What follows belongs to an exercise in optimizing a design on an open flow for small area and a short achievable clock period; a production flow would make more cautious choices. Only simulation tests tie the RTL to the original design; equivalence was not proved. Power figures rest on the tool's default switching activity, not on a simulated workload.

v11:
## branch_unit
module branch_unit (
    input  logic        clk,
    input  logic        rst,
    input  logic        stall_id,
    input  logic        stall_ex,
    input  logic [31:0] fetch_addr,
    input  logic [31:0] pc_id,
    input  logic [31:0] instr_id,
    input  logic [31:0] rs1_val,
    input  logic [31:0] rs2_val,
    output logic        br_take,
    output logic        br_en,
    output logic        mispred,
    output logic        redirect,
    output logic [31:0] target
);
For scale: ~1,700 cells after synthesis, about 340 flip-flops, ~200 I/O pins, about 0.017 mm^2 of cells after synthesis.
==> flow/config.mk <==
export PLATFORM = sky130hd
export DESIGN_NAME = branch_unit
export DESIGN_NICKNAME = branch_unit
export VERILOG_FILES = /design/flow/design.v
export SDC_FILE = /design/flow/constraint.sdc
export NUM_CORES = 4
export LEC_CHECK = 0
export ABC_AREA = 1
export CAP_MARGIN = 20
export CORE_MARGIN = 2
export CORE_UTILIZATION = 40
export CTS_BUF_LIST = sky130_fd_sc_hd__clkbuf_16
export CTS_CLUSTER_DIAMETER = 80
export CTS_CLUSTER_SIZE = 24
export SETUP_SLACK_MARGIN = 2.0
export SLEW_MARGIN = 20
export TNS_END_PERCENT = 0
==> flow/constraint.sdc <==
create_clock -name core_clock -period 6.5 [get_ports {clk}]
set_input_delay 1.3000 -clock core_clock [delete_from_list [all_inputs] [get_ports {clk}]]
set_output_delay 1.3000 -clock core_clock [all_outputs]
set_load 0.01 [all_outputs]
standard.sh (not shown) runs the stock make flow with config.mk's settings and CLKGATE_MAP_FILE= SYNTH_SCRIPT=/design/flow/synth_recipe.tcl, a recipe that flattens the netlist after the stock synthesis.
==> flow/flow/run.sh <==
#!/bin/bash
# The standard layout, with plain buf_1 cells as the port buffers instead of the
# delay cells buffer_ports picks by default (the resizer sizes them up where the
# timing needs it). Every tool's output goes to a log file in this folder.
set -euo pipefail
export BUFFER_PORTS_ARGS="-buffer_cell sky130_fd_sc_hd__buf_1"
bash standard.sh finish > standard_make.log 2>&1
v11 finished every stage and its layout cleared the timing, DRC and antenna checks.
Input-level comparison between v4 and v11:
Settings: changing CTS_CLUSTER_DIAMETER from 80 to 60; setting PLACE_DENSITY to 0.8 for the first time; changing CORE_UTILIZATION from 40 to 55; changing CTS_BUF_LIST from sky130_fd_sc_hd__clkbuf_16 to sky130_fd_sc_hd__clkbuf_8; changing CTS_CLUSTER_SIZE from 24 to 16.
## What came out
Result: PASS for each of v4 and v11
Side by side, fraction of area in multi-input gates turned out higher in v4 than in v11.
v4 gives less die outline height than v11 did.
Final worst slack ended up 140 ps lower on v4 than on v11.
## Diff of input files: v39 against v4
Settings: CORE_UTILIZATION changed from 55 to 40; GPL_ROUTABILITY_DRIVEN newly set to 0.
==> summary.txt <==
- Sum of internal, switching and leakage power: v4 vs v39, no meaningful difference
- Summary — number of fillers in the final layout, v39 relative to v4: higher, by 1,353.
- Detailed-route wire length on metal 1 grows slightly when moving from v4 to v39.
- Relative to v4, first-iteration detailed-routing DRC count has gone up in v39.
- Across both runs, clock period minus final worst setup slack was lower for v39 than for v4.
Modified inputs, v16 compared to v39
Settings: PLACE_DENSITY: 0.8 -> unset; SETUP_SLACK_MARGIN: 2.0 -> 4.0; CTS_CLUSTER_DIAMETER: 60 -> 80; CTS_BUF_LIST: sky130_fd_sc_hd__clkbuf_8 -> sky130_fd_sc_hd__clkbuf_16; GPL_ROUTABILITY_DRIVEN: 0 -> unset; CTS_CLUSTER_SIZE: 16 -> 24.
## What came out
Diff v16 and v39: post-route met1 wirelength higher in v16
v16 against v39: logic depth of the worst path, buffers included lower, post-CTS resize count higher, combinational power share lower, routed wire length roughly the same.
#### Input delta (v30 over v16)
Settings: CTS_CLUSTER_DIAMETER: 80 -> 60; CTS_CLUSTER_SIZE: 24 -> 16; CTS_BUF_LIST: sky130_fd_sc_hd__clkbuf_16 -> sky130_fd_sc_hd__clkbuf_8; PLACE_DENSITY: unset -> 0.8.
Timing, DRC, antenna: 0 failures across v30 and v16
Relative to v16, v30 improves total power.
~same distinct cell type count of the synthesized netlist in v30 and v16
Largest stage delay on the critical path, v30 and v16: lower on v16
Diff v16 -> v30 | footprint of the multi-input gates | down slightly
The final number of setup-violating endpoints of v16 and that of v30 are within noise of each other.
v30: setup slack is 69 ps lower than what v16 reported.
Compared with v16, in v30 proportion of power drawn by the clock network has decreased; met2 wirelength from detailed routing has increased.
Re final design area excluding fillers: v30 is 1.3% down on v16.
The inputs of v54 differ from those of v30 as listed below.
Settings: changing PLACE_DENSITY from 0.8 to 0.9; changing SETUP_SLACK_MARGIN from 4.0 to 2.0.
--- outcome ---
Across both runs, global-route wire length before repair was higher for v54 than for v30.
Diff v54 and v30: wire length on met2 lower in v30
Against v30 as the reference, v54 delivers a lower final cell utilization of the core.
In the reports for v54 and v30, the smaller share of post-route cells with drive strength above 1 belongs to v30.
Routed wire length grows by a few percent when moving from v30 to v54.
Sequential portion of the cell area, v54 and v30, lower one = v30.
In the metrics for v54 and v30, the one carrying the lower power share of the clock group is v54.
Horizontal die dimension came out exactly the same in v54 and v30.
Compared v54 vs v30, and count of buffers added by post-CTS timing repair for setup is up in v54.

---

red:
Another version of the RTL of branch_unit (not shown whole).
Size: ~1600 cells after synthesis, roughly 340 flip-flops, ~200 I/O pins, ~18000 um2 of cells after synthesis.
Settings: LEC_CHECK=0, CAP_MARGIN=20, CORE_MARGIN=2, CORE_UTILIZATION=40, SETUP_SLACK_MARGIN=2.0, SLEW_MARGIN=20, TNS_END_PERCENT=0; clock period 6.5 ns.
run.sh (not shown) runs the stock make flow with config.mk's settings and CLKGATE_MAP_FILE= SYNTH_SCRIPT=/design/flow/synth_recipe.tcl, a recipe that flattens the netlist after the stock synthesis.
Stock flow here: none of the scripts above is used.
red closes out successfully: all stages finished, all timing, DRC and antenna checks passed.
For blue, these inputs were changed with respect to red:
# red
export LEC_CHECK = 0
export CAP_MARGIN = 20
export CORE_MARGIN = 2
export CORE_UTILIZATION = 40
export SETUP_SLACK_MARGIN = 2.0
export SLEW_MARGIN = 20
export TNS_END_PERCENT = 0
create_clock -name core_clock -period 6.5 [get_ports {clk}]
# blue
export LEC_CHECK = 0
export ABC_AREA = 1
export CAP_MARGIN = 20
export CORE_MARGIN = 2
export CORE_UTILIZATION = 40
export SETUP_SLACK_MARGIN = 2.0
export SLEW_MARGIN = 20
export TNS_END_PERCENT = 0
create_clock -name core_clock -period 6.5 [get_ports {clk}]
==> flow/flow/run.sh (new file) <==
#!/bin/bash
# The standard layout, with plain buf_1 cells as the port buffers instead of the
# delay cells buffer_ports picks by default (the resizer sizes them up where the
# timing needs it). Every tool's output goes to a log file in this folder.
set -euo pipefail
export BUFFER_PORTS_ARGS="-buffer_cell sky130_fd_sc_hd__buf_1"
bash standard.sh finish > standard_make.log 2>&1
==> flow/standard.sh (new file) <==
#!/bin/bash
# synth_recipe.tcl (not shown) runs the flow's synth.tcl, then flattens the netlist and writes it again
# the make line also repeats each setting of config.mk as NAME=value (left out here)
make -C /OpenROAD-flow-scripts/flow DESIGN_CONFIG=/design/flow/config.mk WORK_HOME=/design/flow/orfs CLKGATE_MAP_FILE= SYNTH_SCRIPT=/design/flow/synth_recipe.tcl "${@:-finish}"
removed: flow/run.sh
Per the comparison of blue with red, sequential cell count ~0 delta, final area -about 9%.
Against red as the reference, blue delivers a higher clock power share.
Actual slew at the worst max-slew pin delta for blue relative to red: 0.056 ns lower
#### Input delta (green over blue)
# blue
export LEC_CHECK = 0
export ABC_AREA = 1
export CAP_MARGIN = 20
export CORE_MARGIN = 2
export CORE_UTILIZATION = 40
export SETUP_SLACK_MARGIN = 2.0
export SLEW_MARGIN = 20
export TNS_END_PERCENT = 0
create_clock -name core_clock -period 6.5 [get_ports {clk}]
# green
export LEC_CHECK = 0
export CAP_MARGIN = 20
export CORE_MARGIN = 2
export CORE_UTILIZATION = 40
export SETUP_SLACK_MARGIN = 2.0
export SLEW_MARGIN = 20
create_clock -name core_clock -period 6.5 [get_ports {clk}]
==> flow/run.sh (new file) <==
#!/bin/bash
# synth_recipe.tcl (not shown) runs the flow's synth.tcl, then flattens the netlist and writes it again
# the make line also repeats each setting of config.mk as NAME=value (left out here)
make -C /OpenROAD-flow-scripts/flow DESIGN_CONFIG=/design/flow/config.mk WORK_HOME=/design/flow/orfs CLKGATE_MAP_FILE= SYNTH_SCRIPT=/design/flow/synth_recipe.tcl finish
removed: flow/flow/run.sh
removed: flow/standard.sh
## What came out
blue -> green: sequential power flat
green vs blue — critical path depth dropped 9.
Comparing green and blue, the higher area overhead of the layout relative to synthesis was measured on green.
Via count of the first global-routing pass for green is lower than for blue.
Compared with blue, in green post-synthesis share of cell area spent on xor and xnor gates shows an increase of 1.6 points, synthesized cell count lower.
Re number of routed nets with antenna violations: no difference whatsoever between blue and green.
Changes in orange relative to green:
# green
export LEC_CHECK = 0
export CAP_MARGIN = 20
export CORE_MARGIN = 2
export CORE_UTILIZATION = 40
export SETUP_SLACK_MARGIN = 2.0
export SLEW_MARGIN = 20
create_clock -name core_clock -period 6.5 [get_ports {clk}]
# orange
export LEC_CHECK = 0
export CAP_MARGIN = 20
export CORE_MARGIN = 2
export CORE_UTILIZATION = 40
export CTS_BUF_LIST = sky130_fd_sc_hd__clkbuf_4
export SETUP_SLACK_MARGIN = 2.0
export SLEW_MARGIN = 20
export TNS_END_PERCENT = 0
create_clock -name core_clock -period 6.5 [get_ports {clk}]
Results
Wire: orange routes less than green. In the reports for orange and green, the smaller arrival time of the worst setup path belongs to orange. Total power: orange and green compared, lower one is orange. In the tables for orange and green, proportion of cell area spent on the clock network reads higher with green. green and orange ended up with roughly the same combinational fraction of design power. In orange, fraction of area in multi-input gates is lower than in green. The final reports for orange and green show clock power lower in the former.

[re-timing with driven ports]
The flow's constraints put no driver on any port. The routed layouts listed below were extracted and timed again, unchanged, in two steps.
Step 1, drivers: a clkbuf_16 drives clk and a buf_2 each remaining input, both assumed.
Step 2, shift: input delay + t, output delay - t, t = (earliest + latest rising clock arrival at the registers) / 2. This alone moves slack from input paths to output paths.
Three values: ideal ports, drivers, drivers and shift; two values: the first two.
| run | t (ns) | slack for setup (ns) | latest minus earliest clock arrival (ns) |
|---|---|---|---|
| v11 | 0.599 | 1.425 / 1.350 / 1.188 | 0.028 / 0.027 |
| v4 | 0.659 | 1.283 / 1.224 / 1.137 | 0.035 / 0.035 |
| v39 | 0.672 | 1.299 / 1.206 / 1.166 | 0.085 / 0.084 |
| v16 | 0.607 | 1.428 / 1.314 / 1.314 | 0.027 / 0.027 |
| v30 | 0.682 | 1.359 / 1.272 / 1.134 | 0.057 / 0.057 |
| v54 | 0.651 | 1.317 / 1.239 / 1.134 | 0.056 / 0.055 |
| red | 0.601 | 0.999 / 0.886 / 0.651 | 0.035 / 0.035 |
| blue | 0.583 | 1.333 / 1.263 / 1.237 | 0.025 / 0.025 |
| green | 0.588 | 0.938 / 0.768 / 0.768 | 0.029 / 0.028 |
| orange | 0.847 | 1.039 / 0.934 / 0.643 | 0.074 / 0.073 |
After both steps every run listed still meets setup and hold. For orange, which loses most, drivers alone change the setup slack by -0.105 ns; drivers and shift together by -0.396 ns.
